From an optimization exercise on the open Yosys and OpenROAD flow, aimed at small area, a short achievable clock period and few clock cycles; shortcuts taken in it are not production practice. At most, simulation tests tie the RTL to the original design; equivalence was not proved.

==> flow/design.v (excerpt) <==
module lottery_scheduler (
  input  logic           clk_i,
  input  logic           rst_ni,
  input  logic           in_valid_i,
  output logic           in_stall_o,
  input  logic [58:0]    in_req_i,
  output logic           out_valid_o,
  input  logic           out_stall_i,
  output logic [40:0]    out_res_o
);
  lsch_pkg::req_t in_req;
  assign in_req = lsch_pkg::req_t'(in_req_i);
  typedef enum logic [2:0] {
    StIdle  = 3'd0,
    StExec  = 3'd1,
    StDiv   = 3'd2,
    StMv1   = 3'd3,
    StMv2   = 3'd4
  } state_e;
  logic [15:0] tix_q [16];
  logic [15:0] use_q, rdy_q;
  logic [19:0] total_q;
  state_e      state_q;
  logic [2:0]  op_q;
  logic [3:0]  s_q, d_q;
  logic [15:0] t_q;
  logic        isr_q;
  logic [30:0] rv_q;
  logic [1:0]  gsel_q;       
  logic [1:0]  lsel_q;       
  logic [19:0] rem_q;        
  logic [21:0] t3_q;         
  logic [3:0]  cnt_q;        
  logic [3:0]  dig_q;        
  logic        walk_q;       
  logic [1:0]  pn_q;         
  logic [19:0] wrem_q;       
  logic        out_valid_q;
  logic        res_found_q;
  logic [3:0]  res_win_q;
  ...
clock: 8.0 ns
lec_check: 0
abc_area: 1
abc_clock_period_in_ps: 4000
cap_margin: 10
core_margin: 2
core_utilization: 40
place_density: 0.75
setup_slack_margin: 3.0
slew_margin: 10
tns_end_percent: 5
run.sh (not shown) runs the stock make flow with config.mk's settings and CLKGATE_MAP_FILE= SYNTH_SCRIPT=/design/flow/synth_recipe.tcl, a recipe that flattens the netlist after the stock synthesis.
Testbench counts at the start, summed over its fixed seeds: cycles 30,578.
Change:
- ABC_AREA: 1 -> unset
- ABC_CLOCK_PERIOD_IN_PS: 4000 -> 5000
- CAP_MARGIN: 10 -> 20
- PLACE_DENSITY: 0.75 -> unset
- SLEW_MARGIN: 10 -> 20
- TNS_END_PERCENT: 5 -> unset
Result: First-iteration DRC count came out lower by a quarter to a third. Final cell count came out lower by about a fifth. Utilization came out higher by 1.9 points. Synthesized cell count came out lower by a quarter to a third. Clock-buffer cell count came out lower by 3.
Change:
- TNS_END_PERCENT: unset -> 5
First-iteration DRC count went down by about 4.3%.
Via count went down by 2.3%.
Sequential share of layout area rose by 0.83 points.
Final area fell by about 2.8%.
Wire length goes down by about 4%.
Register-to-register slack stays flat.
Die area does not change.
Setup slack gets better by 0.011 ns.
Change:
- ABC_AREA: unset -> 1
- ABC_CLOCK_PERIOD_IN_PS: 5000 -> 4000
- CAP_MARGIN: 20 -> 10
- SETUP_SLACK_MARGIN: 3.0 -> 2.5
- SLEW_MARGIN: 20 -> 10
Outcome: Clock skew decreases by 0.021 ns; area after synthesis increases by 6.8%; cell count increases by 27%; worst hold slack is better by 0.0089 ns; synthesized cell count increases by 41%; critical path depth decreases by 7; core utilization decreases by 2.9 points.

========
Starting RTL as in the previous note.
make LEC_CHECK=0 ABC_CLOCK_PERIOD_IN_PS=4000 CAP_MARGIN=10 CORE_MARGIN=2 CORE_UTILIZATION=40 CTS_BUF_LIST='sky130_fd_sc_hd__clkbuf_4 sky130_fd_sc_hd__clkbuf_8' SETUP_SLACK_MARGIN=3.0 SLEW_MARGIN=10 TNS_END_PERCENT=5 finish   # period 8.0 ns
The baseline passed the timing, design-rule and antenna checks.
Testbench counts at the start, summed over its fixed seeds: cycles 30,578.
Edit:
--- a/flow/config.mk
+++ b/flow/config.mk
@@ -6,9 +6,9 @@
 export NUM_CORES = 4
 export LEC_CHECK = 0
+export ABC_AREA = 1
 export ABC_CLOCK_PERIOD_IN_PS = 4000
 export CAP_MARGIN = 10
 export CORE_MARGIN = 2
 export CORE_UTILIZATION = 40
-export CTS_BUF_LIST = sky130_fd_sc_hd__clkbuf_4 sky130_fd_sc_hd__clkbuf_8
 export SETUP_SLACK_MARGIN = 3.0
 export SLEW_MARGIN = 10
The changed run finished clean.
Flip-flop and latch count stays the same.
Routed wire length goes up by a quarter to a third.
Die area goes up by a few percent.
Non-clock buffer count goes down by 148.
Global-route usage goes up by 4.6 points.
Critical path depth goes up by 4.
Final cell count goes up by a quarter to a third.
Edit:
--- a/flow/config.mk
+++ b/flow/config.mk
@@ -6,5 +6,4 @@
 export NUM_CORES = 4
 export LEC_CHECK = 0
-export ABC_AREA = 1
 export ABC_CLOCK_PERIOD_IN_PS = 4000
 export CAP_MARGIN = 10
Sequential cell count does not change.
Final area shrinks by 1.7%.
Area after synthesis fell by about 6%.
Setup slack loses 0.51 ns.
Utilization went up by 2.0 points.
Non-clock buffer count rises by 110.
Via count went down by about 20%.
Cell count fell by 22%.
Critical path depth fell by 4.
Edit:
--- a/flow/config.mk
+++ b/flow/config.mk
@@ -6,9 +6,10 @@
 export NUM_CORES = 4
 export LEC_CHECK = 0
+export ABC_AREA = 1
 export ABC_CLOCK_PERIOD_IN_PS = 4000
 export CAP_MARGIN = 10
 export CORE_MARGIN = 2
 export CORE_UTILIZATION = 40
-export SETUP_SLACK_MARGIN = 3.0
+export SETUP_SLACK_MARGIN = 3.5
 export SLEW_MARGIN = 10
 export TNS_END_PERCENT = 5
Effect: The changed run completed with no timing, DRC or antenna violations. Maximum frequency increases by roughly a tenth. Routed wire length increases by a quarter to a third. Die area increases by a few percent. Core utilization increases by 1.0 points. Non-clock buffer count increases by 37. Cell area increases by a little under a tenth. Via count increases by a quarter to a third.

========
run A:
Another version of the RTL of lottery_scheduler (not shown whole).
Size: roughly 4700 cells after synthesis, ~470 flip-flops, roughly 0.037 mm2 of cells after synthesis.
Design lottery_scheduler, start of the top module:
module lottery_scheduler (
  input  logic           clk_i,
  input  logic           rst_ni,
  input  logic           in_valid_i,
  output logic           in_stall_o,
  input  logic [58:0]    in_req_i,
  output logic           out_valid_o,
  input  logic           out_stall_i,
  output logic [40:0]    out_res_o
);
export LEC_CHECK = 0
export ABC_AREA = 1
export ABC_CLOCK_PERIOD_IN_PS = 4000
export CAP_MARGIN = 10
export CORE_MARGIN = 2
export CORE_UTILIZATION = 44
export SETUP_SLACK_MARGIN = 3.0
export SLEW_MARGIN = 10
export TNS_END_PERCENT = 0
create_clock -name core_clock -period 8.0 [get_ports {clk_i}]
Both conditions hold for run A: the flow ran to the end and the final layout passed the timing, design-rule and antenna checks.
Testbench counts of run A, summed over its fixed seeds: cycles 30,200.
[inputs] run B vs run A
- swapping 44 for 40 in CORE_UTILIZATION
- swapping 0 for 5 in TNS_END_PERCENT
==> notes.md <==
- Comparing run A and run B, the lower total global routing track utilization is on run B.
- Looking at proportion of cell area occupied by registers, run B sits 1.2 points lower than run A does.
- Changes observed in run B relative to run A: die footprint increased about 10%, core utilization went down.
- Layout-stage area growth over the synthesis result for run B: 5.1 points up relative to run A
Edits applied to the flow inputs when going from run B to run C:
- TNS_END_PERCENT changed from 5 to 0
Findings:
Summed area of non-filler cells in the final layout (run C vs. run B) decreases by a few percent
Wire: run C routes less than run B
Compared with run B, run C shows a final worst setup slack that is 0.035 ns lower.
Measured against each other, run B and run C differ in fraction of met1 tracks used by global routing, the higher figure coming from run B.
Comparing run B and run C, first-pass GRT wire length is higher on run B.
Of run B and run C, the lower detailed-routed wire length on met2 belongs to run C.
Of run B and run C, the run reporting the lower register fraction of the total cell area was run B.
Re die height: no difference whatsoever between run B and run C.
Max final cell count without fillers across run B and run C: run B
Final period demand of the worst path for run C: 0.035 ns up relative to run B

========
lottery_scheduler with an RTL version that a note above also has.
For scale: ~5100 cells after synthesis, about 110 I/O pins, roughly 0.039 mm^2 of cells after synthesis.
## lottery_scheduler
module lottery_scheduler (
  input  logic           clk_i,
  input  logic           rst_ni,
  input  logic           in_valid_i,
  output logic           in_stall_o,
  input  logic [58:0]    in_req_i,
  output logic           out_valid_o,
  input  logic           out_stall_i,
  output logic [40:0]    out_res_o
);
  lsch_pkg::req_t in_req;
  assign in_req = lsch_pkg::req_t'(in_req_i);
  typedef enum logic [2:0] {
    StIdle  = 3'd0,
    StExec  = 3'd1,
    StDiv   = 3'd2,
    StMv1   = 3'd3,
    StMv2   = 3'd4
  } state_e;
  logic [15:0] tix_q [16];
  logic [15:0] use_q, rdy_q;
  logic [19:0] total_q;
  state_e      state_q;
  logic [2:0]  op_q;
  logic [3:0]  s_q, d_q;
  logic [15:0] t_q;
  logic        isr_q;
  logic [30:0] rv_q;
  logic [1:0]  gsel_q;       
  logic [1:0]  lsel_q;       
  logic [19:0] rem_q;        
  logic [21:0] t3_q;         
  logic [3:0]  cnt_q;        
  logic [3:0]  dig_q;        
  logic        walk_q;       
  logic [1:0]  pn_q;         
  logic [19:0] wrem_q;       
  logic        out_valid_q;
  logic        res_found_q;
  logic [3:0]  res_win_q;
  logic [15:0] res_moved_q;
  logic [15:0] g [4];
  logic [3:0]  glive;
  always_comb begin
    for (int i = 0; i < 4; i++) g[i] = tix_q[{gsel_q, 2'(i)}];
    glive = 4'((use_q & rdy_q) >> {gsel_q, 2'd0});
  end
  logic [15:0] tp;
  assign tp = g[lsel_q];
  logic s_use, s_rdy, d_use, d_rdy;
  assign s_use = use_q[s_q];
  assign s_rdy = rdy_q[s_q];
  assign d_use = use_q[d_q];
  assign d_rdy = rdy_q[d_q];
  logic out_free;
  assign out_free = !out_valid_q || !out_stall_i;
  logic exec_noop;
  always_comb begin
    case (op_q)
      lsch_pkg::OpAssign:  exec_noop = 1'b0;
      lsch_pkg::OpReady:   exec_noop = !(s_use && (s_rdy != isr_q));
      lsch_pkg::OpMove:    exec_noop = !(s_use && d_use && (s_q != d_q));
      lsch_pkg::OpRelease: exec_noop = !s_use;
      lsch_pkg::OpDraw:    exec_noop = (total_q == 20'd0);
      default:             exec_noop = 1'b1;
    endcase
  end
  logic        silent;
  assign silent = (state_q == StExec) && walk_q && exec_noop && (pn_q != 2'd3);
  logic exec_multi, div_last, r_frees;
  ...
make LEC_CHECK=0 ABC_AREA=1 ABC_CLOCK_PERIOD_IN_PS=4000 CAP_MARGIN=10 CORE_MARGIN=2 CORE_UTILIZATION=48 SETUP_SLACK_MARGIN=3.0 SLEW_MARGIN=10 TNS_END_PERCENT=5 finish   # period 8.0 ns
Testbench counts at the start, summed over its fixed seeds: cycles 30,578.
Edit:
CORE_UTILIZATION = 40   (was 48)
TNS_END_PERCENT = 0   (was 5)
Critical path depth rose by 7.
Synthesized cell count stays the same.
Die area rose by 20%.
Maximum frequency rose by 1.5%.
Routed wire length is about the same.
Final cell count rose by 3.4%.
Global-route usage fell by 6.3 points.
Register-to-register slack improved by 40 ps.
Count of clock-buffer cells in the layout rose by 1.
Edit:
ABC_AREA = not set   (was 1)
SETUP_SLACK_MARGIN = 3.5   (was 3.0)
TNS_END_PERCENT = 5   (was 0)
Sequential share of layout area goes up by 0.92 points. Count of clock-buffer cells in the layout came out higher by 1. First-iteration DRC count shrinks by 20%. Routed wire length went down by 20%. Die area goes down by 6.2%. Core utilization increases by 1.4 points. Final area shrinks by 3.2%. Critical path depth goes down by 1.

========
the previous run:
Another version of the RTL of lottery_scheduler (not shown whole).
For scale: roughly 3,300 cells after synthesis, ~110 I/O pins, about 35,000 um^2 of cells after synthesis.
==> flow/design.v (excerpt) <==
module lottery_scheduler (
  input  logic           clk_i,
  input  logic           rst_ni,
  input  logic           in_valid_i,
  output logic           in_stall_o,
  input  logic [58:0]    in_req_i,
  output logic           out_valid_o,
  input  logic           out_stall_i,
  output logic [40:0]    out_res_o
);
  lsch_pkg::req_t in_req;
  assign in_req = lsch_pkg::req_t'(in_req_i);
  typedef enum logic [2:0] {
    StIdle  = 3'd0,
    StExec  = 3'd1,
    StDiv   = 3'd2,
    StWalk  = 3'd3,
    StMv1   = 3'd4,
    StMv2   = 3'd5,
    StMv3   = 3'd6,
    StMv4   = 3'd7
  } state_e;
  logic [15:0] tix_q [16];
  logic [15:0] use_q, rdy_q;
  logic [19:0] total_q;
  state_e      state_q;
  logic [2:0]  op_q;
  logic [3:0]  s_q, d_q;
  logic [15:0] t_q;
  logic        isr_q;
  logic [30:0] rv_q;
  logic [1:0]  gsel_q;       
  logic [19:0] rem_q;        
  logic [21:0] t3_q;         
  logic [3:0]  cnt_q;        
  logic        out_valid_q, pend_q, pfound_q, pmoved_q;
  logic [40:0] res_q;
  logic [15:0] g [4];
  logic [3:0]  glive;
  always_comb begin
    for (int i = 0; i < 4; i++) g[i] = tix_q[{gsel_q, 2'(i)}];
  ...
clock: 8.0 ns
lec_check: 0
cap_margin: 20
core_margin: 2
core_utilization: 40
slew_margin: 20
For the current run, these inputs were changed with respect to the previous run:
- an added ABC_CLOCK_PERIOD_IN_PS of 4000
- an added SETUP_SLACK_MARGIN of 3.5
[summary]
- | number of placed instances, taps included | the current run vs the previous run | ≈ equal |
- On multi-input logic area: between the current run and the previous run, it ends up lower for the previous run.
- The current run vs. the previous run: worst hold slack across all endpoints went down; worst slew margin relative to its limit decreased by 1.7 points relative to the old numbers.
- On sequential share of layout area: the current run sits below the previous run.
No functional check of the RTL was part of any run of this note.

========
== the reference run ==
Another version of the RTL of lottery_scheduler (not shown whole).
Size: ~3,800 cells after synthesis, about 470 flip-flops, roughly 38,000 sq um of cells after synthesis.
## lottery_scheduler
module lottery_scheduler (
  input  logic           clk_i,
  input  logic           rst_ni,
  input  logic           in_valid_i,
  output logic           in_stall_o,
  input  logic [58:0]    in_req_i,
  output logic           out_valid_o,
  input  logic           out_stall_i,
  output logic [40:0]    out_res_o
);
Settings: LEC_CHECK=0, ABC_CLOCK_PERIOD_IN_PS=5000, CAP_MARGIN=20, CORE_MARGIN=2, CORE_UTILIZATION=40, SETUP_SLACK_MARGIN=3.0, SLEW_MARGIN=20; clock period 8.0 ns.
Testbench counts of the reference run, summed over its fixed seeds: cycles 38,872.
Setup changes, the reference run to the trial run
# the reference run
export LEC_CHECK = 0
export ABC_CLOCK_PERIOD_IN_PS = 5000
export CAP_MARGIN = 20
export CORE_MARGIN = 2
export CORE_UTILIZATION = 40
export SETUP_SLACK_MARGIN = 3.0
export SLEW_MARGIN = 20
create_clock -name core_clock -period 8.0 [get_ports {clk_i}]
# the trial run
export LEC_CHECK = 0
export ABC_CLOCK_PERIOD_IN_PS = 4500
export CAP_MARGIN = 20
export CORE_MARGIN = 2
export CORE_UTILIZATION = 55
export SETUP_SLACK_MARGIN = 3.5
export SLEW_MARGIN = 20
create_clock -name core_clock -period 8.0 [get_ports {clk_i}]
==> comparison <==
~same cell area in the trial run and the reference run. Clock-buffer cell count, the trial run and the reference run, higher one = the trial run.

========
lottery_scheduler, a different RTL version from the one above (not shown whole).
Size: about 470 flip-flops, roughly 110 I/O pins.
Settings: LEC_CHECK=0, ABC_CLOCK_PERIOD_IN_PS=4000, CAP_MARGIN=10, CORE_MARGIN=2, CORE_UTILIZATION=40, SETUP_SLACK_MARGIN=3.0, SLEW_MARGIN=10, TNS_END_PERCENT=5; clock period 8.0 ns.
Then changed:
Settings changed: ABC_AREA from default to 1.
Effect: Fmax came out higher by roughly a tenth. Final cell count came out higher by a quarter to a third. Area after synthesis came out higher by a few percent. Cell area came out higher slightly. Global-route usage came out higher by 3.3 points. Worst setup slack gains 0.63 ns.
No functional check of the RTL was part of any run of this note.

## port drivers added, routing unchanged
The flow's constraints put no driver on any port. The routed layouts listed below were extracted and timed again, unchanged, in two steps. Step 1: set_driving_cell puts a clkbuf_16 on clk_i and a buf_2 on each other input, an assumption about the parent block. Step 2 also shifts input and output timing later by t, the mid clock arrival at the registers, as if the neighbouring blocks saw the same clock. Three values: ideal, step 1, step 2; two values: the first two.
| run | t (ns) | setup WS [ns] | latest minus earliest clock arrival (ns) | slew at the worst register clock pin (ns) | pins driven straight from the clock port |
|---|---|---|---|---|---|
| the first run of note 1 | 0.686 | 2.811 / 2.811 / 2.377 | 0.029 / 0.029 | 0.07 / 0.07 | 1 |
| the second run of note 1 | 0.695 | 2.142 / 2.142 / 2.142 | 0.034 / 0.035 | 0.07 / 0.07 | 1 |
| the third run of note 1 | 0.690 | 2.153 / 2.153 / 2.078 | 0.046 / 0.046 | 0.07 / 0.07 | 1 |
| the fourth run of note 1 | 0.691 | 2.579 / 2.506 / 2.202 | 0.025 / 0.025 | 0.07 / 0.07 | 1 |
| the first run of note 2 | 0.764 | 2.200 / 2.171 / 2.067 | 0.046 / 0.046 | 0.08 / 0.08 | 1 |
| the second run of note 2 | 0.698 | 2.697 / 2.697 / 2.310 | 0.039 / 0.038 | 0.07 / 0.07 | 1 |
| the third run of note 2 | 0.675 | 2.185 / 2.160 / 1.705 | 0.065 / 0.065 | 0.07 / 0.07 | 1 |
| the fourth run of note 2 | 0.704 | 2.764 / 2.692 / 2.299 | 0.035 / 0.035 | 0.08 / 0.08 | 1 |
| run A | 0.693 | 2.527 / 2.527 / 2.136 | 0.035 / 0.036 | 0.07 / 0.07 | 1 |
| run B | 0.705 | 2.653 / 2.653 / 2.299 | 0.034 / 0.034 | 0.07 / 0.07 | 1 |
| run C | 0.697 | 2.618 / 2.618 / 2.291 | 0.032 / 0.032 | 0.07 / 0.07 | 1 |
| the first run of note 4 | 0.694 | 2.704 / 2.628 / 2.220 | 0.016 / 0.016 | 0.07 / 0.07 | 1 |
| the second run of note 4 | 0.695 | 2.783 / 2.783 / 2.475 | 0.040 / 0.040 | 0.07 / 0.07 | 1 |
| the third run of note 4 | 0.673 | 2.176 / 2.170 / 2.176 | 0.065 / 0.065 | 0.07 / 0.07 | 1 |
| the previous run | 0.695 | 1.362 / 1.362 / 1.362 | 0.056 / 0.056 | 0.07 / 0.07 | 1 |
| the current run | 0.689 | 2.453 / 2.453 / 2.453 | 0.036 / 0.036 | 0.07 / 0.07 | 1 |
| the reference run | 0.718 | 2.012 / 2.012 / 2.012 | 0.038 / 0.037 | 0.08 / 0.08 | 1 |
| the trial run | 0.704 | 1.945 / 1.945 / 1.945 | 0.034 / 0.034 | 0.08 / 0.08 | 1 |
| the first run of note 7 | 0.694 | 1.854 / 1.854 / 1.797 | 0.027 / 0.027 | 0.07 / 0.07 | 1 |
| the second run of note 7 | 0.716 | 2.489 / 2.489 / 1.926 | 0.028 / 0.027 | 0.07 / 0.07 | 1 |
After both steps every run listed still meets setup and hold. For the second run of note 7, which loses most, drivers alone change the setup slack by 0.000 ns; drivers and shift together by -0.563 ns.
